Source: an optimization exercise on an open RTL-to-GDS flow (aim: small area and a short achievable clock period). Production flows keep margins and buffers that such runs may drop. Where RTL was checked, it was by simulation tests only, not by an equivalence proof against the original. The RTL of run 1 was laid out without a check of its function. Power figures rest on the tool's default switching activity, not on a simulated workload.

$ cat flow/design.v
`timescale 1ns/1ps
module rename_top (
    input  logic      clk,
    input  logic      rst,
    input  logic      rename_valid,
    input  logic [$clog2(32)-1:0] rs1_arch,
    input  logic [$clog2(32)-1:0] rs2_arch,
    input  logic [$clog2(32)-1:0] rd_arch,
    input  logic      complete_valid,
    input  logic [$clog2(16)-1:0]   complete_rob_id,
    input  logic      complete_mispredict,
    output logic      rename_ready,
    output logic [$clog2(64)-1:0]  rs1_phy,
    output logic [$clog2(64)-1:0]  rs2_phy,
    output logic [$clog2(64)-1:0]  rd_phy,
    output logic [$clog2(16)-1:0]   rob_id,
    output logic      retire_valid,
    output logic [$clog2(32)-1:0] retire_rd_arch,
    output logic [$clog2(64)-1:0]  retire_rd_phy,
    output logic      flush
);
    wire [$clog2(64)-1:0] fmap_q [32];
    wire [$clog2(64)-1:0] bmap_q [32];
    wire [64-1:0] free_q;
    wire [64-1:0] held_q;
    logic [64-1:0] free_d;
    logic [$clog2(64)-1:0] alloc_q;
    logic avail_q;
    logic ready_q;
    logic [$clog2(16):0] head_q;
    logic [$clog2(16):0] tail_q;
    logic [$clog2(32)-1:0] ent_rd_arch [16];
    logic [$clog2(64)-1:0]  ent_new_phy [16];
    logic [16-1:0] ent_done;
    logic [16-1:0] ent_misp;
    logic retire_misp;
    logic [$clog2(64)-1:0] release_phy;
    assign fmap_q[0] = '0;
    assign bmap_q[0] = '0;
    assign free_q[0] = 1'b0;
    assign held_q[0] = 1'b1;
    assign free_d[0] = 1'b0;
    logic [$clog2(64)-1:0] rs1_lo, rs1_hi, rs2_lo, rs2_hi;
    assign rs1_lo = fmap_q[{1'b0, rs1_arch[3:0]}];
    assign rs1_hi = fmap_q[{1'b1, rs1_arch[3:0]}];
    assign rs2_lo = fmap_q[{1'b0, rs2_arch[3:0]}];
    assign rs2_hi = fmap_q[{1'b1, rs2_arch[3:0]}];
    assign rs1_phy = rs1_arch[4] ? rs1_hi : rs1_lo;
    assign rs2_phy = rs2_arch[4] ? rs2_hi : rs2_lo;
    logic [$clog2(64)-1:0] alloc_d;
    logic [7:0] grp_any;
    logic [2:0] grp_idx [8];
    always_comb begin
        for (int g = 0; g < 8; g++) begin
            grp_any[g] = |free_d[g*8 +: 8];
            grp_idx[g] = '0;
            for (int j = 7; j >= 0; j--) begin
                if (free_d[g*8 + j]) grp_idx[g] = j[2:0];
            end
        end
        alloc_d = '0;
        for (int g = 7; g >= 0; g--) begin
            if (grp_any[g]) alloc_d = {g[2:0], grp_idx[g]};
        end
    end
    logic [64-1:0] lower_free;
    always_comb begin
        lower_free[0] = 1'b0;
        for (int i = 1; i < 64; i++) begin
            lower_free[i] = lower_free[i-1] | free_q[i-1];
        end
    end
    logic recovering, rename_fire, alloc_fire, pop;
    logic rd_nz;
    logic [$clog2(16)-1:0] head_slot, tail_slot;
    logic [$clog2(16):0] head_d, tail_d;
    logic full_d, retire_valid_d, retire_misp_d, flush_d;
    assign head_slot = head_q[$clog2(16)-1:0];
    assign tail_slot = tail_q[$clog2(16)-1:0];
    assign recovering = (retire_valid && retire_misp) || flush;
    assign rd_nz = (rd_arch != '0);
    assign rename_ready = ready_q && (avail_q || !rd_nz);
    assign rename_fire  = rename_valid && rename_ready;
    assign alloc_fire   = rename_valid && ready_q && avail_q && rd_nz;
    assign rd_phy = alloc_fire ? alloc_q : '0;
    assign rob_id = tail_slot;
    assign pop = (head_q != tail_q) && ent_done[head_slot] && !recovering;
    assign retire_valid_d = pop;
    assign retire_misp_d = pop && ent_misp[head_slot];
    assign flush_d = retire_valid && retire_misp;
    always_comb begin
        head_d = head_q;
        tail_d = tail_q;
        if (flush) begin
            head_d = tail_q;
        end else begin
            if (pop) head_d = head_q + 1'b1;
            if (rename_fire) tail_d = tail_q + 1'b1;
        end
    end
    assign full_d = (head_d[$clog2(16)-1:0] == tail_d[$clog2(16)-1:0]) &&
                    (head_d[$clog2(16)] != tail_d[$clog2(16)]);
    logic release_valid;
    assign release_valid = retire_valid && (retire_rd_arch != '0);
    for (genvar i = 1; i < 32; i++) begin : g_map
        logic [$clog2(64)-1:0] f_q, b_q;
        assign fmap_q[i] = f_q;
        assign bmap_q[i] = b_q;
        always_ff @(posedge clk or posedge rst) begin
            if (rst) begin
                f_q <= i[$clog2(64)-1:0];
            end else if (flush) begin
                f_q <= b_q;
            end else if (alloc_fire && (rd_arch == i[$clog2(32)-1:0])) begin
                f_q <= alloc_q;
            end
        end
        always_ff @(posedge clk or posedge rst) begin
            if (rst) begin
                b_q <= i[$clog2(64)-1:0];
            end else if (release_valid && (retire_rd_arch == i[$clog2(32)-1:0])) begin
                b_q <= retire_rd_phy;
            end
        end
    end
    for (genvar i = 1; i < 64; i++) begin : g_phy
        logic rel_hit, new_hit, fr_q, hd_q;
        assign free_q[i] = fr_q;
        assign held_q[i] = hd_q;
        assign rel_hit = release_valid && (release_phy == i[$clog2(64)-1:0]);
        assign new_hit = release_valid && (retire_rd_phy == i[$clog2(64)-1:0]);
        assign free_d[i] = flush ? !hd_q
                                 : ((fr_q && (!alloc_fire || lower_free[i])) || rel_hit);
        always_ff @(posedge clk or posedge rst) begin
            if (rst) begin
                fr_q <= (i >= 32);
                hd_q <= (i < 32);
            end else begin
                fr_q <= free_d[i];
                hd_q <= (hd_q && !rel_hit) || new_hit;
            end
        end
    end
    always_ff @(posedge clk or posedge rst) begin
        if (rst) begin
            head_q <= '0;
            tail_q <= '0;
            retire_valid <= 1'b0;
            retire_misp <= 1'b0;
            flush <= 1'b0;
            ready_q <= 1'b1;
            alloc_q <= 32;
            avail_q <= 1'b1;
        end else begin
            head_q <= head_d;
            tail_q <= tail_d;
            retire_valid <= retire_valid_d;
            retire_misp <= retire_misp_d;
            flush <= flush_d;
            ready_q <= !full_d && !(retire_valid_d && retire_misp_d) && !flush_d;
            alloc_q <= alloc_d;
            avail_q <= |free_d;
        end
    end
    always_ff @(posedge clk) begin
        if (complete_valid && !recovering) begin
            ent_done[complete_rob_id] <= 1'b1;
            ent_misp[complete_rob_id] <= complete_mispredict;
        end
        if (rename_fire) begin
            ent_done[tail_slot] <= 1'b0;
        end
    end
    always_ff @(posedge clk) begin
        if (rename_fire) begin
            ent_rd_arch[tail_slot] <= rd_arch;
            ent_new_phy[tail_slot] <= rd_phy;
        end
    end
    logic [$clog2(32)-1:0] head_arch;
    assign head_arch = ent_rd_arch[head_slot];
    always_ff @(posedge clk) begin
        retire_rd_arch <= head_arch;
        retire_rd_phy <= ent_new_phy[head_slot];
        if (release_valid && (retire_rd_arch == head_arch)) begin
            release_phy <= retire_rd_phy;
        end else begin
            release_phy <= bmap_q[head_arch];
        end
    end
endmodule
$ cat flow/run.sh
#!/bin/bash
# synth_recipe.tcl (not shown) runs the flow's synth.tcl, then flattens the netlist and writes it again
# the make line also repeats each setting of config.mk as NAME=value (left out here)
make -C /OpenROAD-flow-scripts/flow DESIGN_CONFIG=/design/flow/config.mk WORK_HOME=/design/flow/orfs CLKGATE_MAP_FILE= SYNTH_SCRIPT=/design/flow/synth_recipe.tcl finish
$ cat flow/config.mk
export PLATFORM = sky130hd
export DESIGN_NAME = rename_top
export DESIGN_NICKNAME = rename_top
export VERILOG_FILES = /design/flow/design.v
export SDC_FILE = /design/flow/constraint.sdc
export NUM_CORES = 4
export LEC_CHECK = 0
export CAP_MARGIN = 20
export CELL_PAD_IN_SITES_DETAIL_PLACEMENT = 1
export CELL_PAD_IN_SITES_GLOBAL_PLACEMENT = 2
export CORE_MARGIN = 2
export CORE_UTILIZATION = 25
export CTS_BUF_LIST = sky130_fd_sc_hd__clkbuf_16
export CTS_CLUSTER_DIAMETER = 100
export CTS_CLUSTER_SIZE = 20
export PLACE_DENSITY = 0.85
export SETUP_SLACK_MARGIN = 1.8
export SLEW_MARGIN = 20
$ cat flow/constraint.sdc
create_clock -name core_clock -period 6.0 [get_ports {clk}]
set_input_delay 1.2000 -clock core_clock [delete_from_list [all_inputs] [get_ports {clk}]]
set_output_delay 1.2000 -clock core_clock [all_outputs]
set_load 0.01 [all_outputs]
==> results by group, run 1 <==
Outcome
  – Status: timing/DRC/antenna clean

Floorplanning
  – Die ar.: 154,000 um2
  – Core Rows: 142
  – Die Wd: 392 um
  – Die height: 392 um
  – Starting density of the core: around 25%
  – Core Box Area: 150,000 um2
  – I/O pin count: 60

Synthesis
  – Most common flop cell mapped by yosys: dfrtp_1
  – Warnings from Yosys: 2
  – EDFF count, synth: around 190
  – Mapped Cells: 3,380
  – Post-synthesis net count: between 3,000 and 4,000
  – Asr flop ratio synth: about 70%
  – Synth cell types: between 100 and 150
  – Post-synthesis sequential area ratio: a little over half
  – Mapped Area: roughly 38,000 um2
  – Syn_area_per_cell: 11.1 um2
  – FF+latch count, synth: between 700 and 800

Detailed routing
  – Via-per-instance ratio: 5.59
  – DRC: 0
  – Post-route ant nets: 0
  – Pre-antenna DRT Iters: 6
  – Total number of vias: ~30,000
  – Initial DRC count: 3,844
  – Average wire per standard cell: a little under 30 um
  – Final WL: 161,000 um

Clocking
  – Worst-path clk slew: about 0.10 ns
  – Sink Count: approximately 740
  – CTS tree: done
  – H-tree depth: 2
  – Bufs on Longest Clock Path: 3
  – Clock latency at the later pin of the worst-skew pair: 0.68 ns
  – Post-CTS Hold Buffers: 0
  – TritonCTS Buffers: 44
  – CTS Root Cell: clkbuf_16

Setup path
  – Critical Path Start: rs2_arch[0]
  – R2R setup slack: about 1.8 ns
  – Crit-path max FO: 11
  – Worst Setup Path Type: in -> out
  – Required @ worst endpoint: roughly 4.8 ns
  – Reg2reg start: head_q[0]
  – Worst path arrival time: 3.00 ns
  – CP Capture Type: output port
  – Startpoint types: input port

Power and ir drop
  – PwrDens: a little under 500 nW/um2
  – VDD IR-drop max: approximately 260 uV
  – Leakage power: 16.3 nW

Global routing
  – First-pass GRT wire length: around 230,000 um
  – Vias in the first global route: 30,800
  – GRT Overall Usage: between 20% and 30%
  – Initial antenna violation count: 9
  – Largest net degree at the start of global routing: approximately 170
  – Total global routing overflow: 0

Timing
  – Max Freq: 238 MHz
  – Hold Fails Final Rpt: 0
  – Slew Limit Fails: 0
  – Final setup violation count: 0
  – Final min period: ~4.2 ns
  – Unrepaired setup endpoints after global routing: true
  – Worst-Margin Slew: 1.15 ns
  – Final period util: between 70% and 80%
  – Clock Skews: just under 0.06 ns
  – Slew HR: a little under a quarter
  – Fin Setup TNS: 0 ns

Final layout
  – P&R area growth vs syn: 14.6%
  – Most common cell after layout, fill and taps aside: nand2_1
  – # diodes: 0
  – Most frequent cells in the layout: nand2_1 (363), dfrtp_1 (290), o21ai_0 (274)
  – Nets: between 3,000 and 4,000
  – Share of cells above drive strength 1: between 20% and 30%
  – Design area: around 43,000 um2

Min path
  – Hold crit path type: reg -> reg
  – Hold path start: g_map[22].b_q[4]

Place
  – Gpl congestion: roughly 0.98
  – DPL Wire Length: around 120,000 um
  – Placement Cell Area: about 41,000 um2
  – I/O Buffers: 59

Job
  – Max-cap violations: 0
==> layout make-up <==
class                           instances  area, um2
Inverter                               42        161
Fill cell                           16600     107000
Sequential cell                       744      19700
Clock buffer                           44       1100
Tap cell                             2016       2520
Clock inverter                         35        240
Timing Repair Buffer                  230       1990
Multi-Input combinational cell       2349      17400
==> per-layer routing <==
layer / global-route usage (%) / routed length [um] / up-vias
met1: 27.3 / 67300 / 15900
met3: 4.98 / 14200 / 355
li1: - / - / 12800
met5: 0 / 42 / -
met2: 31.8 / 72000 / 1442
met4: 8.41 / 7800 / 6
==> cell usage after synthesis, drive strengths merged (101+ instances only) <==
cell      n  area (um2)
dfstp   226        5940
dfrtp   293        7330
a21oi   103         515
nor2    162         608
o21ai   290        1460
a22o    101         885
clkbuf  210         788
edfxtp  192        5770
nand2   368        1380
mux2i   194        1940
a22oi   168        1260
mux2    205        2310
==> path summary, 6_finish.rpt <==
kind                                     to  cells past startpoint
hold reg to reg            g_map[22].f_q[4]                      2
max in group asynchronous  g_map[21].f_q[1]                      3
min in group asynchronous    g_phy[42].hd_q                      2
hold / removal             g_map[22].f_q[4]                      2
setup / recovery                 rs2_phy[2]                      9
setup reg to reg             release_phy[3]                     12
==> critical path, stage by stage <==
cell and delay (ns):
buf_4 0.17, nand2b_4 0.20, nor2_1 0.08, buf_4 0.22, a222oi_1 0.40, nand3_1 0.19, nor3_4 0.20, a41oi_2 0.08
buf_2 0.24
==> power by group <==
part | switching (W) | internal (W)
clock | 0.00187 | 0.00138
sequential | 0.00245 | 0.00727
combinational | 0.00497 | 0.00302
==> flip-flops by register name (all words and copies together) (netlist names), 5 cells and up <==
register / count
retire_rd_arch: 5
ent_misp: 16
ent_new_phy: 96
alloc_q: 6
g_map.b_q: 186
g_phy.hd_q: 63
ent_done: 16
tail_q: 5
ent_rd_arch: 80
head_q: 5
g_map.f_q: 186
release_phy: 6
retire_rd_phy: 6
g_phy.fr_q: 63
==> what timing repair did <==
item,in CTS,in global routing
setup endpoints to repair,32,24
resized for setup,195,41
setup buffers,28,12
gates cloned,2,0
pin swaps,23,25
==> per-stage QoR <==
| step | power (W) | utilization, % | std cells | hold WS (ns) | setup slack, ns |
|---|---|---|---|---|---|
| after floorplan | 0.0132 | - | 3380 | 0.421 | -2.07 |
| after global placement | 0.0169 | 27.3 | 5337 | 0.463 | 0.600 |
| after detailed placement | 0.0172 | 27.3 | 5338 | 0.472 | 0.531 |
| after CTS | 0.0207 | 28.6 | 5447 | 0.470 | 1.80 |
| after global routing | 0.0217 | 28.8 | 5460 | 0.504 | 1.78 |
| final | 0.0210 | 28.8 | 5460 | 0.470 | 1.80 |
==> logic make-up (layout without fill, tap and decap cells) <==
group | Yosys count | count (layout) | share of synthesized area, %
xor gates and xnor gates | 26 | 26 | 0.604
muxes | 466 | 467 | 15.3
adders and majority gates | 9 | 9 | 0.299
buffers and inverters | 288 | 351 | 3.02
DFF | 744 | 744 | 52.3
and+or+nand+nor | 954 | 954 | 12.4
AOI/OAI and AO/OA | 893 | 893 | 16.2
==> run 2: changes to the inputs <==
--- a/flow/design.v
+++ b/flow/design.v
@@ -40,13 +40,8 @@
     assign free_q[0] = 1'b0;
     assign held_q[0] = 1'b1;
     assign free_d[0] = 1'b0;
-    logic [$clog2(64)-1:0] rs1_lo, rs1_hi, rs2_lo, rs2_hi;
-    assign rs1_lo = fmap_q[{1'b0, rs1_arch[3:0]}];
-    assign rs1_hi = fmap_q[{1'b1, rs1_arch[3:0]}];
-    assign rs2_lo = fmap_q[{1'b0, rs2_arch[3:0]}];
-    assign rs2_hi = fmap_q[{1'b1, rs2_arch[3:0]}];
-    assign rs1_phy = rs1_arch[4] ? rs1_hi : rs1_lo;
-    assign rs2_phy = rs2_arch[4] ? rs2_hi : rs2_lo;
+    assign rs1_phy = fmap_q[rs1_arch];
+    assign rs2_phy = fmap_q[rs2_arch];
     logic [$clog2(64)-1:0] alloc_d;
     logic [7:0] grp_any;
     logic [2:0] grp_idx [8];
--- a/flow/config.mk
+++ b/flow/config.mk
@@ -10,9 +10,9 @@
 export CELL_PAD_IN_SITES_GLOBAL_PLACEMENT = 2
 export CORE_MARGIN = 2
 export CORE_UTILIZATION = 25
-export CTS_BUF_LIST = sky130_fd_sc_hd__clkbuf_16
-export CTS_CLUSTER_DIAMETER = 100
-export CTS_CLUSTER_SIZE = 20
+export CTS_BUF_LIST = sky130_fd_sc_hd__clkbuf_8
+export CTS_CLUSTER_DIAMETER = 60
+export CTS_CLUSTER_SIZE = 12
 export PLACE_DENSITY = 0.85
 export SETUP_SLACK_MARGIN = 1.8
 export SLEW_MARGIN = 20
==> run 2 against run 1 <==
Against the previous run:
- critical path depth increased by 1
- still clean on timing, DRC and antenna
- largest power group unchanged
- area after synthesis decreased by 2.0%
- critical path type unchanged
- register-to-register slack improved by 0.08 ns
==> results by group, run 2 <==
Outcome
  – Status: timing/DRC/antenna clean

Place
  – Setup WS pre-CTS: 0.595 ns (+0.0641 ns)
  – I/O Buffers: 59 (unchanged)
  – DPL Wire Length: 130,000 um (+13%)
  – Placement Cell Area: 40,200 um2 (-1.7%)
  – Gpl congestion: 1.01 (+3.2%)

Detailed routing
  – DRC: 0 (unchanged)
  – Total number of vias: 30,600 (+0.22%)
  – Average wire per standard cell: 32.5 um (+10%)
  – Initial DRC count: 3,423 (-11%)
  – Final WL: 175,000 um (+8.2%)
  – Via-per-instance ratio: 5.69 (+1.8%)
  – Post-route ant nets: 0 (unchanged)
  – Pre-antenna DRT Iters: 6 (unchanged)

Global routing
  – Initial antenna violation count: 5 (-4)
  – Vias in the first global route: 31,000 (+0.52%)
  – GRT Overall Usage: 22.7% (+2.1 points)
  – Largest net degree at the start of global routing: 148 (-10%)
  – Total global routing overflow: 0 (unchanged)
  – First-pass GRT wire length: 245,000 um (+6.3%)

Setup path
  – R2R depth: 10 (-2)
  – R2R setup slack: 1.90 ns (+0.08 ns)
  – Crit-path max FO: 8 (-3)
  – Reg2reg end: release_phy[4]
  – End point of the critical path: rs1_phy[2]
  – Reg2reg start: head_q[0]
  – Worst Setup Path Type: in -> out
  – Worst path arrival time: 2.98 ns (-0.02 ns)
  – Required @ worst endpoint: 4.80 ns (about the same)
  – Startpoint types: input port
  – CP Capture Type: output port
  – Critical Path Start: rs1_arch[3]

Timing
  – Final min period: 4.18 ns (-0.0242 ns)
  – Worst setup margin: 1.82 ns (+0.0242 ns)
  – Unrepaired setup endpoints after global routing: true
  – Final period util: 69.6% (-0.40 points)
  – Worst-Margin Slew: 1.29 ns (+0.140 ns)
  – Hold Fails Final Rpt: 0 (unchanged)
  – Slew HR: 13.5% (-10 points)
  – Fin Setup TNS: 0 ns (unchanged)
  – Min Hold Slack: 0.482 ns (+0.0123 ns)
  – Max Freq: 239 MHz (+0.58%)
  – Final setup violation count: 0 (unchanged)
  – Clock Skews: 0.0612 ns (+0.00287 ns)
  – Slew Limit Fails: 0 (unchanged)

Final layout
  – Top flop regs: g_map.b_q x186, g_map.f_q x186, ent_new_phy x96
  – Design area: 42,800 um2 (-0.76%)
  – Nets: 3,422 (-0.64%)
  – Most common cell after layout, fill and taps aside: nand2_1
  – Register Area: 19,700 um2 (about the same)
  – P&R area growth vs syn: 16.1%
  – Fillers: 16,300 (-1.8%)
  – Most frequent cells in the layout: nand2_1 (365), o21ai_0 (288), dfrtp_1 (288)
  – Final core utilization: 29.3% (+0.50 points)
  – Share of cells above drive strength 1: 27.6% (+2.2 points)
  – Multi-input logic area: 17,000 um2 (-2.7%)

Clocking
  – CTS tree: done
  – Worst-path clk slew: 0.07 ns (-0.03 ns)
  – Bufs on Longest Clock Path: 3 (unchanged)
  – Sink Count: 744 (unchanged)
  – TritonCTS Buffers: 80 (+82%)
  – Post-CTS Hold Buffers: 0 (unchanged)
  – H-tree depth: 3 (+1)
  – CTS Root Cell: clkbuf_8
  – Clock latency at the later pin of the worst-skew pair: 0.78 ns (+0.10 ns)

Synthesis
  – Most common flop cell mapped by yosys: dfrtp_1
  – Post-synth top cells: nand2_1 (370), dfrtp_1 (293), o21ai_0 (288)
  – Mapped Area: 36,900 um2 (-2.0%)
  – Synth top area cells: dfrtp_1 (20%), dfstp_2 (16%), edfxtp_1 (16%)
  – Synth cell types: 86 (-17%)
  – EDFF count, synth: 192 (unchanged)
  – FF+latch count, synth: 744 (unchanged)
  – Post-synthesis net count: 3,304 (-3.2%)
  – Share of the synthesized area in the top cell type: 19.9% (+0.41 points)
  – Asr flop ratio synth: 69.8% (unchanged)
  – Synth area leader: dfrtp_1
  – Mapped Cells: 3,269 (-3.3%)
  – Post-synthesis sequential area ratio: 53.4% (+1.1 points)
  – Syn_area_per_cell: 11.3 um2 (+1.3%)
  – Warnings from Yosys: 2 (unchanged)
  – Most frequent cell after synthesis: nand2_1

Power and ir drop
  – PwrDens: 491 nW/um2 (+1.2%)
  – Leakage power: 15.7 nW (-3.5%)
  – VDD IR-drop max: 185 uV (-30%)

Floorplanning
  – Die ar.: 151,000 um2 (-2.0%)
  – Core Box Area: 146,000 um2 (-2.5%)
  – I/O pin count: 60 (unchanged)
  – Core Rows: 140 (-1.4%)
  – Die Wd: 388 um (-1.0%)
  – Starting density of the core: 25.3% (+0.11 points)
  – Die height: 388 um (-1.0%)

Job
  – Max-cap violations: 0 (unchanged)

Min path
  – Worst Hold Depth: 2 (unchanged)
  – Hold crit path type: reg -> reg
## run 2: power by group
group	switching, W	internal (W)	leakage, nW	total, W
Sequential	0.00308	0.00744	8.20	0.0105
Clock	0.00204	0.00162	0.985	0.00366
Combinational	0.00417	0.00270	6.54	0.00687
Total	0.00930	0.0118	15.7	0.0211
## run 2: repair_timing
action	4_1_cts	5_1_grt
buffers inserted	19	17
endpoints found under the setup margin	33	25
gates resized for setup	208	78
pin swaps	16	30
## run 2: worst min-delay path by stage
stage,slack (ns),startpoint,endpoint
6_report,0.48,g_phy[8].hd_q,g_phy[8].hd_q
2_1_floorplan,0.42,g_phy[35].hd_q,g_phy[35].fr_q
5_1_grt,0.51,g_phy[43].hd_q,g_phy[43].fr_q
3_3_place_gp,0.46,g_phy[35].hd_q,g_phy[35].fr_q
4_1_cts,0.49,g_phy[43].hd_q,g_phy[43].fr_q
3_5_place_dp,0.46,g_phy[35].hd_q,g_phy[35].fr_q
## run 2: routing by layer
metal  global-route usage (%)  vias to the layer above  share of wire (%)
li1                         -                    12600                  -
met1                     29.8                    16100                 41
met2                     35.2                     1494                 45
met4                     11.4                        4                5.9
met5                        0                        -              0.017
met3                     4.80                      378                8.0
## run 2: cell families (layout without fill, tap and decap cells)
group | Yosys count | in the layout | synth area share, %
AO/OA/AOI/OAI | 839 | 839 | 15.6
XOR/XNOR | 24 | 24 | 0.570
adder cells (fa/ha/maj) | 11 | 11 | 0.373
buffers and inverters | 224 | 410 | 2.42
flip-flops | 744 | 744 | 53.4
multiplexers | 449 | 449 | 15.0
other | 0 | 1 | 0
AND/OR/NAND/NOR | 978 | 978 | 12.7
## run 2: stage by stage
stage / std cells / power, W
after detailed placement: 5186 / 0.0171
after global placement: 5186 / 0.0168
after CTS: 5355 / 0.0208
after floorplan: 3269 / 0.0131
final: 5373 / 0.0211
after global routing: 5373 / 0.0218
## run 2: cell type report
type | instances | area share [%]
sequential | 744 | 46.0
multi-input combinational | 2301 | 39.6
tap | 1917 | 5.60
timing repair buffer | 223 | 4.51
clock buffer | 88 | 2.83
clock inverter | 62 | 1.12
inverter | 37 | 0.333
antenna | 1 | 0.00584
## run 2: critical path, cell delays in order
cell and delay [ns]:
buf_8 0.09, nand3b_1 0.21, buf_4 0.16, nor2_2 0.04, buf_6 0.14, a22o_1 0.20, a221oi_2 0.24, nand4_1 0.13
or3_4 0.42, clkbuf_2 0.14
==> run 3: changes to the inputs <==
--- a/flow/config.mk
+++ b/flow/config.mk
@@ -11,8 +11,8 @@
 export CORE_MARGIN = 2
 export CORE_UTILIZATION = 25
 export CTS_BUF_LIST = sky130_fd_sc_hd__clkbuf_8
-export CTS_CLUSTER_DIAMETER = 60
-export CTS_CLUSTER_SIZE = 12
+export CTS_CLUSTER_DIAMETER = 80
+export CTS_CLUSTER_SIZE = 15
 export PLACE_DENSITY = 0.85
 export SETUP_SLACK_MARGIN = 1.8
 export SLEW_MARGIN = 20
==> run 3 against run 2 <==
Against the previous run:
- sequential share of layout area grew 0.72 points
- final area shrank 1.5%
- fmax shrank 0.49%
- clock skew shrank 0.020 ns
- via count shrank 1.0%
- first-iteration DRC count grew 4.4%
- critical endpoint is now rs1_phy[3]
==> results by group, run 3 <==
Place
  – I/O Buffers: 59 (unchanged)
  – DP Cell Count: 5,186 (unchanged)
  – DPL Wire Length: 130,000 um (unchanged)
  – Placement Cell Area: 40,200 um2 (unchanged)
  – Gpl congestion: 1.01 (unchanged)

Setup path
  – Startpoint types: input port
  – R2R depth: 10 (unchanged)
  – Critical Path Start: rs1_arch[2]
  – End point of the critical path: rs1_phy[3]
  – CP Capture Type: output port
  – R2R setup slack: 1.87 ns (-0.03 ns)
  – Required @ worst endpoint: 4.80 ns (about the same)
  – Reg2reg start: head_q[0]
  – Reg2reg end: release_phy[3]
  – Worst Setup Path Type: in -> out
  – Worst path arrival time: 3.00 ns (+0.02 ns)
  – Crit-path max FO: 8 (unchanged)

Timing
  – Max Freq: 238 MHz (-0.49%)
  – Slew Limit Fails: 0 (unchanged)
  – Clock Skews: 0.0414 ns (-0.0197 ns)
  – Final min period: 4.20 ns (+0.0206 ns)
  – Final period util: 70.0% (+0.34 points)
  – Unrepaired setup endpoints after global routing: true
  – Worst-Margin Slew: 1.28 ns (-0.0108 ns)
  – Slew HR: 14.2% (+0.73 points)
  – Hold Fails Final Rpt: 0 (unchanged)
  – Final setup violation count: 0 (unchanged)
  – Fin Setup TNS: 0 ns (unchanged)
  – Min Hold Slack: 0.483 ns (+0.00157 ns)

Floorplanning
  – Starting density of the core: 25.3% (unchanged)
  – Core Box Area: 146,000 um2 (unchanged)
  – Die ar.: 151,000 um2 (unchanged)
  – Die height: 388 um (unchanged)
  – Die Wd: 388 um (unchanged)
  – I/O pin count: 60 (unchanged)
  – Core Rows: 140 (unchanged)

Detailed routing
  – Total number of vias: 30,300 (-1.0%)
  – Initial DRC count: 3,572 (+4.4%)
  – Pre-antenna DRT Iters: 6 (unchanged)
  – Max layer used: met5
  – Final WL: 174,000 um (-0.59%)
  – Met3 routed WL: 13,900 um (-0.65%)
  – Average wire per standard cell: 32.5 um (about the same)
  – DRC: 0 (unchanged)
  – Post-route ant nets: 0 (unchanged)
  – DR WL met2: 77,400 um (-1.0%)
  – Via-per-instance ratio: 5.67 (-0.35%)
  – Met1 WL: 71,400 um (-1.2%)

Power and ir drop
  – Int Pwr: 0.0111 W (-5.7%)
  – Leakage power: 15.4 nW (-1.8%)
  – PwrDens: 478 nW/um2 (-2.7%)
  – Combinational share of power: 34.3% (+1.7 points)
  – Clock share of power: 13.7% (-3.7 points)
  – Net Sw Frac: 45.0% (+0.88 points)
  – VDD IR-drop max: 182 uV (-1.5%)
  – Switching pwr: 0.00908 W (-2.3%)
  – Sequential share of power: 52.0% (+2.0 points)

Synthesis
  – Most frequent cell after synthesis: nand2_1
  – Asr flop ratio synth: 69.8% (unchanged)
  – Post-synth top cells: nand2_1 (370), dfrtp_1 (293), o21ai_0 (288)
  – Post-synthesis net count: 3,304 (unchanged)
  – Post-synthesis sequential area ratio: 53.4% (unchanged)
  – Synth top area cells: dfrtp_1 (20%), dfstp_2 (16%), edfxtp_1 (16%)
  – Synth area leader: dfrtp_1
  – Share of the synthesized area in the top cell type: 19.9% (unchanged)
  – Warnings from Yosys: 2 (unchanged)
  – Mapped Area: 36,900 um2 (unchanged)
  – Most common flop cell mapped by yosys: dfrtp_1
  – FF+latch count, synth: 744 (unchanged)
  – Synth cell types: 86 (unchanged)
  – EDFF count, synth: 192 (unchanged)
  – Syn_area_per_cell: 11.3 um2 (unchanged)
  – Mapped Cells: 3,269 (unchanged)

Final layout
  – Top flop regs: g_map.b_q x186, g_map.f_q x186, ent_new_phy x96
  – P&R area growth vs syn: 14.3%
  – Share of cells above drive strength 1: 26.7% (-0.85 points)
  – Design area: 42,200 um2 (-1.5%)
  – Fin cells: 5,338 (-0.65%)
  – Most common cell after layout, fill and taps aside: nand2_1
  – Most frequent cells in the layout: nand2_1 (364), o21ai_0 (288), dfrtp_1 (288)
  – Nets: 3,404 (-0.53%)

Outcome
  – Status: timing/DRC/antenna clean

Global routing
  – Largest net degree at the start of global routing: 148 (unchanged)
  – GRT Overall Usage: 22.4% (-0.22 points)
  – First-pass GRT wire length: 243,000 um (-0.72%)
  – Initial antenna violation count: 7 (+2)
  – Total global routing overflow: 0 (unchanged)
  – Vias in the first global route: 30,800 (-0.83%)

Clocking
  – Worst-path clk slew: 0.11 ns (+0.04 ns)
  – H-tree depth: 2 (-1)
  – TritonCTS Buffers: 58 (-28%)
  – Bufs on Longest Clock Path: 3 (unchanged)
  – Post-CTS Hold Buffers: 0 (unchanged)
  – Clock latency at the later pin of the worst-skew pair: 0.78 ns (about the same)
  – CTS Root Cell: clkbuf_8
  – Sink Count: 744 (unchanged)
  – CTS tree: done

Min path
  – Hold path start: g_phy[35].hd_q
  – Hold crit path type: reg -> reg

Job
  – Max-cap violations: 0 (unchanged)
-- run 3: cell types whose count changed in the layout (fill, tap and decap cells not counted), moves of 3 or more --
cell / previous run / this run
buf_2: 8 / 11
buf_4: 147 / 154
buf_8: 5 / 2
bufinv_16: 5 / 0
clkbuf_8: 88 / 58
clkinvlp_4: 4 / 1
inv_1: 71 / 76
inv_6: 3 / 0
nor3_4: 4 / 1
-- run 3: stage by stage --
stage / util (%) / setup WS, ns / total power [W]
6_report: 28.9 / 1.80 / 0.0202
5_1_grt: 28.9 / 1.75 / 0.0209
4_1_cts: 28.6 / 1.71 / 0.0199
3_5_place_dp: 27.5 / 0.595 / 0.0171
3_3_place_gp: 27.5 / 0.635 / 0.0168
2_1_floorplan: - / -2.07 / 0.0131
-- run 3: cells by family after synthesis --
group	synth area share [%]
and+or+nand+nor	12.7
AOI/OAI and AO/OA	15.6
adders and majority gates	0.373
buffers and inverters	2.42
DFF	53.4
xor gates and xnor gates	0.570
muxes	15.0
-- run 3: critical path: stages --
cell and delay (ns):
buf_6 0.11, or3b_4 0.25, nor2_1 0.04, buf_4 0.17, a22o_1 0.19, a221oi_2 0.20
nand4_1 0.26, or3_4 0.43, buf_6 0.13
-- run 3: how the worst min path moves through the flow --
stage / to / slack (ns) / depth (start not counted)
6_report: g_phy[35].fr_q / 0.48 / 1
3_3_place_gp: g_phy[35].fr_q / 0.46 / 1
5_1_grt: g_phy[43].fr_q / 0.52 / 1
3_5_place_dp: g_phy[35].fr_q / 0.46 / 1
4_1_cts: g_phy[35].fr_q / 0.48 / 1
2_1_floorplan: g_phy[35].fr_q / 0.42 / 1
-- run 3: power by group through the flow --
| stage | Combinational [W] | Clock (W) | Sequential (W) |
|---|---|---|---|
| after global placement | 0.00638 | 0 | 0.0104 |
| after detailed placement | 0.00660 | 0 | 0.0105 |
| after floorplan | 0.00468 | 0 | 0.00837 |
| after CTS | 0.00674 | 0.00283 | 0.0104 |
| final | 0.00692 | 0.00276 | 0.0105 |
| after global routing | 0.00739 | 0.00299 | 0.0105 |
-- run 3: area by class of cell --
class / count / area (um2)
antenna: 2 / 5.00
clock buffer: 58 / 798
clock inverter: 52 / 267
fill: 16400 / 104000
inverter: 37 / 143
multi-input combinational: 2301 / 16900
sequential: 744 / 19700
tap: 1917 / 2400
timing repair buffer: 227 / 1930
-- run 3: repair_timing --
action	CTS	global route
pin swaps	16	27
buffers inserted	19	20
resized for setup	209	68
endpoints found under the setup margin	33	27
-- run 3: metal layers --
layer / track usage (%) / vias up
met5: 0 / -
met4: 11.8 / 6
met3: 4.82 / 379
met2: 34.7 / 1343
met1: 29.4 / 16000
li1: - / 12600
==> run 4: changes to the inputs <==
--- a/flow/config.mk
+++ b/flow/config.mk
@@ -14,5 +14,5 @@
 export CTS_CLUSTER_DIAMETER = 80
 export CTS_CLUSTER_SIZE = 15
 export PLACE_DENSITY = 0.85
-export SETUP_SLACK_MARGIN = 1.8
+export SETUP_SLACK_MARGIN = 1.9
 export SLEW_MARGIN = 20
==> run 4 against run 3 <==
Against the previous run:
- still clean on timing, DRC and antenna
- non-clock buffer count is 26 higher
- area after synthesis did not move
- synthesized cell count stayed put
- fmax grew 0.39%
- clock power about the same
- critical path type unchanged
- critical endpoint unchanged
==> results by group, run 4 <==
Timing
  – Final setup violation count: 0 (unchanged)
  – Worst-Margin Slew: 1.26 ns (-0.0127 ns)
  – Slew Limit Fails: 0 (unchanged)
  – Final min period: 4.18 ns (-0.0162 ns)
  – Slew HR: 15.1% (+0.86 points)
  – Max Freq: 239 MHz (+0.39%)
  – Clock Skews: 0.0338 ns (-0.00764 ns)
  – Worst setup margin: 1.82 ns (+0.0162 ns)
  – Hold Fails Final Rpt: 0 (unchanged)
  – Unrepaired setup endpoints after global routing: true
  – Final period util: 69.7% (-0.27 points)
  – Min Hold Slack: 0.482 ns (-0.00192 ns)

Final layout
  – Share of cells above drive strength 1: 27.8% (+1.1 points)
  – Most common cell after layout, fill and taps aside: nand2_1
  – Nets: 3,430 (+0.76%)
  – Most frequent cells in the layout: nand2_1 (365), o21ai_0 (288), dfrtp_1 (288)
  – Top flop regs: g_map.b_q x186, g_map.f_q x186, ent_new_phy x96
  – Design area: 42,700 um2 (+1.3%)
  – Fillers: 16,300 (-0.18%)
  – P&R area growth vs syn: 15.7%

Synthesis
  – Syn_area_per_cell: 11.3 um2 (unchanged)
  – Synth area leader: dfrtp_1
  – Post-synth top cells: nand2_1 (370), dfrtp_1 (293), o21ai_0 (288)
  – Mapped Cells: 3,269 (unchanged)
  – Most common flop cell mapped by yosys: dfrtp_1
  – Warnings from Yosys: 2 (unchanged)
  – Asr flop ratio synth: 69.8% (unchanged)
  – FF+latch count, synth: 744 (unchanged)
  – Post-synthesis sequential area ratio: 53.4% (unchanged)
  – Synth top area cells: dfrtp_1 (20%), dfstp_2 (16%), edfxtp_1 (16%)
  – Most frequent cell after synthesis: nand2_1
  – Post-synthesis net count: 3,304 (unchanged)
  – EDFF count, synth: 192 (unchanged)
  – Share of the synthesized area in the top cell type: 19.9% (unchanged)
  – Synth cell types: 86 (unchanged)
  – Mapped Area: 36,900 um2 (unchanged)

Setup path
  – Crit-path max FO: 8 (unchanged)
  – Required @ worst endpoint: 4.80 ns (about the same)
  – Startpoint types: input port
  – Worst Setup Path Type: in -> out
  – CP Capture Type: output port
  – Crit path cell chain: buf_6, nand2b_4, buf_4, nor2_1, buf_4, a221oi_2, nand4_1, or3_4, buf_6
  – CP delay by family, top: simple AND/OR/NAND/NOR gates
  – Worst path arrival time: 2.98 ns (-0.02 ns)
  – Buf/Inv on CP: 4 (+1)
  – CP peak stage delay: 0.43 ns (about the same)
  – CP max-delay cell: or3_4

Floorplanning
  – Core Box Area: 146,000 um2 (unchanged)
  – I/O pin count: 60 (unchanged)
  – Core Rows: 140 (unchanged)
  – Die height: 388 um (unchanged)
  – Starting density of the core: 25.3% (unchanged)
  – Die ar.: 151,000 um2 (unchanged)
  – Die Wd: 388 um (unchanged)

Clocking
  – CTS tree: done
  – Bufs on Longest Clock Path: 3 (unchanged)
  – Sink Count: 744 (unchanged)
  – Worst-path clk slew: 0.11 ns (about the same)
  – Clock latency at the later pin of the worst-skew pair: 0.78 ns (about the same)
  – H-tree depth: 2 (unchanged)
  – TritonCTS Buffers: 58 (unchanged)
  – CTS Root Cell: clkbuf_8

Place
  – DPL Wire Length: 130,000 um (unchanged)
  – Gpl congestion: 1.01 (unchanged)
  – Placement Cell Area: 40,200 um2 (unchanged)
  – Setup WS pre-CTS: 0.595 ns (unchanged)
  – I/O Buffers: 59 (unchanged)

Detailed routing
  – Post-route ant nets: 0 (unchanged)
  – Pre-antenna DRT Iters: 6 (unchanged)
  – Total number of vias: 30,500 (+0.66%)
  – Average wire per standard cell: 32.5 um (about the same)
  – DRC: 0 (unchanged)
  – Via-per-instance ratio: 5.68 (+0.15%)
  – Initial DRC count: 3,418 (-4.3%)
  – Final WL: 175,000 um (+0.52%)

Global routing
  – Total global routing overflow: 0 (unchanged)
  – Largest net degree at the start of global routing: 148 (unchanged)
  – Vias in the first global route: 30,700 (-0.0098%)
  – First-pass GRT wire length: 244,000 um (+0.20%)
  – GRT Overall Usage: 22.5% (+0.063 points)
  – Initial antenna violation count: 5 (-2)

Power and ir drop
  – PwrDens: 474 nW/um2 (-0.91%)
  – Leakage power: 15.7 nW (+1.5%)
  – VDD IR-drop max: 183 uV (+0.47%)

Outcome
  – Status: timing/DRC/antenna clean

Min path
  – Hold crit path type: reg -> reg

Job
  – Max-cap violations: 0 (unchanged)
[run 4: cell counts after synthesis]
No cell type changed its count.
[run 4: logic make-up (layout without fill, tap and decap cells)]
kind of cell	count (synthesis)	after routing	synth area share (%)
compound gates	839	839	15.6
xor+xnor	24	24	0.570
fa+ha+maj	11	11	0.373
buf+inv	224	400	2.42
flops	744	744	53.4
mux	449	449	15.0
other cells	0	3	0
simple gates	978	978	12.7
[run 4: area by class of cell]
| type | count | area (um2) | share of cell area (%) |
|---|---|---|---|
| Timing Repair Buffer | 253 | 2330 | 5.46 |
| Clock inverter | 52 | 267 | 0.624 |
| Multi-Input combinational cell | 2301 | 17100 | 39.9 |
| Antenna cell | 3 | 7.51 | 0.0176 |
| Sequential cell | 744 | 19700 | 46.2 |
| Tap cell | 1917 | 2400 | 5.61 |
| Clock buffer | 58 | 798 | 1.87 |
| Inverter | 37 | 143 | 0.334 |
[run 4: final timing paths]
kind,start,to,slack (ns),cells after the start
max in group asynchronous,rst,g_map[5].f_q[1],3.85,3
hold / removal,g_phy[35].hd_q,g_phy[35].fr_q,0.48,1
hold reg to reg,g_phy[35].hd_q,g_phy[35].fr_q,0.48,1
setup / recovery,rs1_arch[0],rs1_phy[3],1.82,9
min in group asynchronous,rst,g_phy[3].fr_q,0.87,2
setup reg to reg,head_q[0],release_phy[3],1.97,10
[run 4: timing repair]
item                                    in CTS  in global routing
hold buffers                                 0                  0
gates cloned                                 0                  2
endpoints found under the setup margin      33                 31
gates resized for setup                    258                 87
pin swaps                                   31                 52
setup buffers                               31                 32
[run 4: routing by layer]
layer / vias to the layer above / share of wire (%) / GRT usage (%)
met5: - / 0.0074 / 0
met4: 2 / 6.2 / 11.6
met3: 381 / 8.4 / 4.96
li1: 12600 / - / -
met2: 1461 / 45 / 35.0
met1: 16000 / 41 / 29.3
[run 4: through the flow]
stage               utilization [%]  setup TNS [ns]  total power [W]  cells
floorplan                         -         -638.83           0.0131   3269
global placement               27.5               0           0.0168   5186
detailed placement             27.5               0           0.0171   5186
CTS                            28.8               0           0.0200   5327
global route                   29.2               0           0.0210   5363
finish                         29.2               0           0.0202   5365
[run 4: power breakdown]
| part | leakage [nW] | internal (W) | switching [W] | total (W) |
|---|---|---|---|---|
| logic | 6.77 | 0.00276 | 0.00423 | 0.00699 |
| clock network | 0.695 | 0.000936 | 0.00183 | 0.00276 |
| registers | 8.20 | 0.00743 | 0.00305 | 0.0105 |
| total | 15.7 | 0.0111 | 0.00911 | 0.0202 |
==> run 5: changes to the inputs <==
--- a/flow/design.v
+++ b/flow/design.v
@@ -19,7 +19,6 @@
     output logic [$clog2(64)-1:0]  retire_rd_phy,
     output logic      flush
 );
-    wire [$clog2(64)-1:0] fmap_q [32];
     wire [$clog2(64)-1:0] bmap_q [32];
     wire [64-1:0] free_q;
     wire [64-1:0] held_q;
@@ -35,13 +34,25 @@
     logic [16-1:0] ent_misp;
     logic retire_misp;
     logic [$clog2(64)-1:0] release_phy;
-    assign fmap_q[0] = '0;
     assign bmap_q[0] = '0;
     assign free_q[0] = 1'b0;
     assign held_q[0] = 1'b1;
     assign free_d[0] = 1'b0;
-    assign rs1_phy = fmap_q[rs1_arch];
-    assign rs2_phy = fmap_q[rs2_arch];
+    logic [16-1:0] latest_q;
+    logic [16-1:0] rs1_hit, rs2_hit;
+    logic [$clog2(64)-1:0] rs1_spec, rs2_spec;
+    always_comb begin
+        rs1_spec = '0;
+        rs2_spec = '0;
+        for (int j = 0; j < 16; j++) begin
+            rs1_hit[j] = latest_q[j] && (ent_rd_arch[j] == rs1_arch);
+            rs2_hit[j] = latest_q[j] && (ent_rd_arch[j] == rs2_arch);
+            rs1_spec = rs1_spec | (ent_new_phy[j] & {$clog2(64){rs1_hit[j]}});
+            rs2_spec = rs2_spec | (ent_new_phy[j] & {$clog2(64){rs2_hit[j]}});
+        end
+    end
+    assign rs1_phy = (|rs1_hit) ? rs1_spec : bmap_q[rs1_arch];
+    assign rs2_phy = (|rs2_hit) ? rs2_spec : bmap_q[rs2_arch];
     logic [$clog2(64)-1:0] alloc_d;
     logic [7:0] grp_any;
     logic [2:0] grp_idx [8];
@@ -98,23 +109,26 @@
     logic release_valid;
     assign release_valid = retire_valid && (retire_rd_arch != '0);
     for (genvar i = 1; i < 32; i++) begin : g_map
-        logic [$clog2(64)-1:0] f_q, b_q;
-        assign fmap_q[i] = f_q;
+        logic [$clog2(64)-1:0] b_q;
         assign bmap_q[i] = b_q;
-        always_ff @(posedge clk or posedge rst) begin
-            if (rst) begin
-                f_q <= i[$clog2(64)-1:0];
-            end else if (flush) begin
-                f_q <= b_q;
-            end else if (alloc_fire && (rd_arch == i[$clog2(32)-1:0])) begin
-                f_q <= alloc_q;
-            end
-        end
         always_ff @(posedge clk or posedge rst) begin
             if (rst) begin
                 b_q <= i[$clog2(64)-1:0];
             end else if (release_valid && (retire_rd_arch == i[$clog2(32)-1:0])) begin
                 b_q <= retire_rd_phy;
+            end
+        end
+    end
+    for (genvar j = 0; j < 16; j++) begin : g_latest
+        always_ff @(posedge clk or posedge rst) begin
+            if (rst) begin
+                latest_q[j] <= 1'b0;
+            end else if (flush) begin
+                latest_q[j] <= 1'b0;
+            end else if (rename_fire && (tail_slot == j[$clog2(16)-1:0])) begin
+                latest_q[j] <= rd_nz;
+            end else if (alloc_fire && (ent_rd_arch[j] == rd_arch)) begin
+                latest_q[j] <= 1'b0;
             end
         end
     end
--- a/flow/config.mk
+++ b/flow/config.mk
@@ -10,9 +10,9 @@
 export CELL_PAD_IN_SITES_GLOBAL_PLACEMENT = 2
 export CORE_MARGIN = 2
 export CORE_UTILIZATION = 25
-export CTS_BUF_LIST = sky130_fd_sc_hd__clkbuf_8
-export CTS_CLUSTER_DIAMETER = 80
-export CTS_CLUSTER_SIZE = 15
+export CTS_BUF_LIST = sky130_fd_sc_hd__clkbuf_16
+export CTS_CLUSTER_DIAMETER = 100
+export CTS_CLUSTER_SIZE = 20
 export PLACE_DENSITY = 0.85
-export SETUP_SLACK_MARGIN = 1.9
+export SETUP_SLACK_MARGIN = 1.8
 export SLEW_MARGIN = 20
==> run 5 against run 4 <==
Against the previous run:
- clock power barely moved
- critical endpoint is now rs2_phy[0]
- core utilization rose by 1.2 points
- critical path depth rose by 5
- fmax fell by 13%
- critical path type unchanged
- global-route usage rose by 0.30 points
- highest routed layer unchanged
- worst setup slack got worse by 0.65 ns
- flip-flop and latch count fell by 170
- via count fell by 0.76%
- worst hold slack got worse by 0.0026 ns
- non-clock buffer count rose by 92
- sequential share of layout area fell by 8.4 points
==> results by group, run 5 <==
Min path
  – Worst Hold Depth: 1 (unchanged)
  – Hold crit path type: reg -> reg
  – WHS Endpoint: g_phy[49].fr_q
  – Hold path start: g_phy[49].hd_q

Floorplanning
  – Starting density of the core: 25.2% (-0.076 points)
  – Die ar.: 137,000 um2 (-8.8%)
  – I/O pin count: 60 (unchanged)
  – Die Wd: 371 um (-4.5%)
  – Core Box Area: 133,000 um2 (-8.6%)
  – Die height: 371 um (-4.5%)
  – Core Rows: 134 (-4.3%)

Synthesis
  – Mapped Area: 33,600 um2 (-8.9%)
  – Mapped Cells: 3,173 (-2.9%)
  – Compound-Gate Fraction of Synth Area: 17.4% (+1.8 points)
  – Post-synthesis sequential area ratio: 45.6% (-7.7 points)
  – Adder-cell share of the synthesized area: 0.409% (+0.037 points)
  – Main combinational cell family by area after synthesis: compound AO/OA/AOI/OAI gates
  – EDFF count, synth: 192 (unchanged)
  – Post-Synth Simple-Gate Area: 13.7% (+1.1 points)
  – Asr flop ratio synth: 60.8% (-9.0 points)
  – Synth cell types: 94 (+9.3%)
  – Post-synth top cells: nand2_1 (231), nor2_1 (222), mux2_2 (220)
  – Warnings from Yosys: 2 (unchanged)
  – Share of the synthesized area in the top cell type: 17.2% (-2.7 points)
  – Most common flop cell mapped by yosys: dfrtp_1
  – Mux contribution to synthesized area: 12.8% (-2.3 points)
  – Synth area leader: edfxtp_1
  – Synth top area cells: edfxtp_1 (17%), dfrtp_1 (15%), dfstp_2 (11%)
  – Syn_area_per_cell: 10.6 um2 (-6.2%)
  – FF+latch count, synth: 574 (-23%)
  – Post-synthesis net count: 3,208 (-2.9%)
  – Post-Synth XOR/XNOR Area: 6.93% (+6.4 points)
  – Most frequent cell after synthesis: nand2_1

Timing
  – Slew Limit Fails: 0 (unchanged)
  – Fin Setup TNS: 0 ns (unchanged)
  – Unrepaired setup endpoints after global routing: true
  – Max Freq: 207 MHz (-13%)
  – Final period util: 80.5% (+11 points)
  – Slew HR: 17.6% (+2.5 points)
  – Hold Fails Final Rpt: 0 (unchanged)
  – Clock Skews: 0.0300 ns (-0.00381 ns)
  – Final min period: 4.83 ns (+0.651 ns)
  – Final setup violation count: 0 (unchanged)
  – Worst-Margin Slew: 1.23 ns (-0.0324 ns)

Power and ir drop
  – VDD IR-drop max: 306 uV (+67%)
  – Leakage power: 14.9 nW (-5.0%)
  – PwrDens: 428 nW/um2 (-9.7%)

Setup path
  – R2R setup slack: 1.76 ns (-0.21 ns)
  – Reg2reg end: release_phy[3]
  – CP Capture Type: output port
  – Reg2reg start: head_q[1]
  – Startpoint types: input port
  – Critical Path Start: rs2_arch[4]
  – Worst path arrival time: 3.63 ns (+0.65 ns)
  – Required @ worst endpoint: 4.80 ns (about the same)
  – Crit-path max FO: 6 (-2)
  – R2R depth: 9 (-1)
  – Worst Setup Path Type: in -> out

Detailed routing
  – Pre-antenna DRT Iters: 6 (unchanged)
  – Average wire per standard cell: 31.7 um (-2.5%)
  – DRC: 0 (unchanged)
  – Initial DRC count: 3,713 (+8.6%)
  – Final WL: 163,000 um (-6.9%)
  – Post-route ant nets: 0 (unchanged)
  – Via-per-instance ratio: 5.90 (+3.9%)
  – Total number of vias: 30,200 (-0.76%)

Clocking
  – H-tree depth: 2 (unchanged)
  – TritonCTS Buffers: 37 (-36%)
  – Worst-path clk slew: 0.08 ns (-0.03 ns)
  – Clock latency at the later pin of the worst-skew pair: 0.63 ns (-0.15 ns)
  – CTS tree: done
  – Sink Count: 574 (-23%)
  – Bufs on Longest Clock Path: 3 (unchanged)
  – Post-CTS Hold Buffers: 0 (unchanged)
  – CTS Root Cell: clkbuf_16

Place
  – DP Cell Count: 4,954 (-4.5%)
  – Gpl congestion: 1.04 (+2.9%)
  – DPL Wire Length: 114,000 um (-12%)
  – I/O Buffers: 59 (unchanged)

Outcome
  – Status: timing/DRC/antenna clean

Global routing
  – Largest net degree at the start of global routing: 138 (-6.8%)
  – Initial antenna violation count: 5 (unchanged)
  – Vias in the first global route: 29,800 (-2.9%)
  – Total global routing overflow: 0 (unchanged)
  – GRT Overall Usage: 22.8% (+0.30 points)
  – First-pass GRT wire length: 229,000 um (-5.9%)

Final layout
  – Share of cells above drive strength 1: 30.2% (+2.4 points)
  – Register Area: 15,400 um2 (-22%)
  – Most frequent cells in the layout: nand2_1 (227), mux2_2 (219), buf_4 (216)
  – Most common cell after layout, fill and taps aside: nand2_1
  – Nets: 3,361 (-2.0%)
  – Fin cells: 5,123 (-4.5%)
  – P&R area growth vs syn: 21.0%
  – Max reg flops: ~190
  – Top flop regs: g_map.b_q x186, ent_new_phy x96, ent_rd_arch x80
  – Largest Register: g_map.b_q
  – Multi-input logic area: 18,300 um2 (+7.0%)
  – Fillers: 14,900 (-8.7%)

Job
  – Max-cap violations: 0 (unchanged)
[run 5: cells by family after synthesis]
| kind of cell | count (synthesis) |
|---|---|
| multiplexers | 317 |
| AND/OR/NAND/NOR | 924 |
| adder cells (fa/ha/maj) | 11 |
| flip-flops | 574 |
| buffers and inverters | 270 |
| AO/OA/AOI/OAI | 811 |
| XOR/XNOR | 266 |
[run 5: power breakdown]
group	internal, W	switching (W)
logic	0.00295	0.00434
registers	0.00557	0.00180
clock network	0.00121	0.00153
[run 5: how the worst max path moves through the flow]
stage	endpoint	slack, ns	depth (start not counted)
floorplan	alloc_q[0]	0.25	1
global placement	rs2_phy[1]	0.45	12
detailed placement	rs2_phy[1]	0.45	12
CTS	rs2_phy[0]	1.29	14
global route	rs2_phy[0]	1.12	13
finish	rs2_phy[0]	1.17	14
[run 5: cell type report]
| class | count | share of cell area [%] |
|---|---|---|
| flip-flops and latches | 574 | 37.8 |
| well taps | 1768 | 5.44 |
| diodes | 1 | 0.00615 |
| clock buffers | 38 | 2.34 |
| multi-input cells | 2329 | 44.9 |
| clock inverters | 29 | 0.446 |
| inverters | 39 | 0.388 |
| repair buffers | 345 | 8.74 |
[run 5: routing by layer]
layer  track usage (%)  share of wire (%)
met5                 0              0.020
met4              10.6                5.6
met3              5.36                9.3
met2              34.8                 44
met1              30.4                 41
[run 5: worst max-delay path, stage by stage]
cell	delay [ns]
buf_12	0.12
buf_16	0.16
buf_16	0.16
buf_6	0.13
xor2_1	0.12
nor4_1	0.06
and3_2	0.26
nor4_2	0.23
nand4_1	0.14
or4_4	0.45
buf_12	0.17
a31oi_4	0.15
or3_4	0.15
buf_6	0.09
[run 5: metrics by stage]
| stage | cell area [um2] | total power (W) | worst slack (ns) | util, % | hold slack [ns] |
|---|---|---|---|---|---|
| 6_report | 40700 | 0.0174 | 1.17 | 30.5 | 0.479 |
| 5_1_grt | 40700 | 0.0181 | 1.12 | 30.5 | 0.488 |
| 4_1_cts | 39800 | 0.0170 | 1.29 | 29.8 | 0.474 |
| 3_5_place_dp | 37300 | 0.0141 | 0.448 | 27.9 | 0.468 |
| 3_3_place_gp | 37200 | 0.0139 | 0.447 | 27.9 | 0.452 |
| 2_1_floorplan | 34200 | 0.0109 | 0.247 | - | 0.414 |
[run 5: what timing repair did]
action                                  CTS  global route
pin swaps                                37            51
gates resized for setup                 260           108
setup buffers                            50            40
endpoints found under the setup margin   33            32
gates cloned                              7             4
endpoints found under the hold margin     0             0

-- what the ideal ports hide --
The flow's constraints put no driver on any port. The routed layouts listed below were extracted and timed again, unchanged, in two steps. Step 1 (the two cells are an assumption about what drives the block):
set clk [get_ports {clk}]
set_driving_cell -lib_cell sky130_fd_sc_hd__clkbuf_16 $clk
set_driving_cell -lib_cell sky130_fd_sc_hd__buf_2 [delete_from_list [all_inputs] $clk]
Step 2 adds t to the input delays and takes it off the output delays; t is the mean of the earliest and latest rising clock arrival at the registers after step 1. Input paths then give back, and output paths get back, about the clock's delay inside the block. Three values: ideal, step 1, step 2; two values: the first two.
run | t (ns) | setup slack, ns | latest minus earliest clock arrival (ns) | worst data-port slew with drivers (ns)
run 1 | 0.722 | 1.798 / 1.745 / 1.053 | 0.059 / 0.059 | 0.20
run 2 | 0.819 | 1.822 / 1.762 / 1.213 | 0.063 / 0.063 | 0.09
run 3 | 0.826 | 1.802 / 1.762 / 1.283 | 0.042 / 0.043 | 0.09
run 4 | 0.830 | 1.818 / 1.763 / 1.245 | 0.039 / 0.039 | 0.12
run 5 | 0.676 | 1.167 / 1.106 / 1.106 | 0.038 / 0.038 | 0.29
After both steps every run listed still meets setup and hold. The setup slack of run 1, which loses most, moves by -0.053 ns with the drivers and by -0.745 ns with both steps.
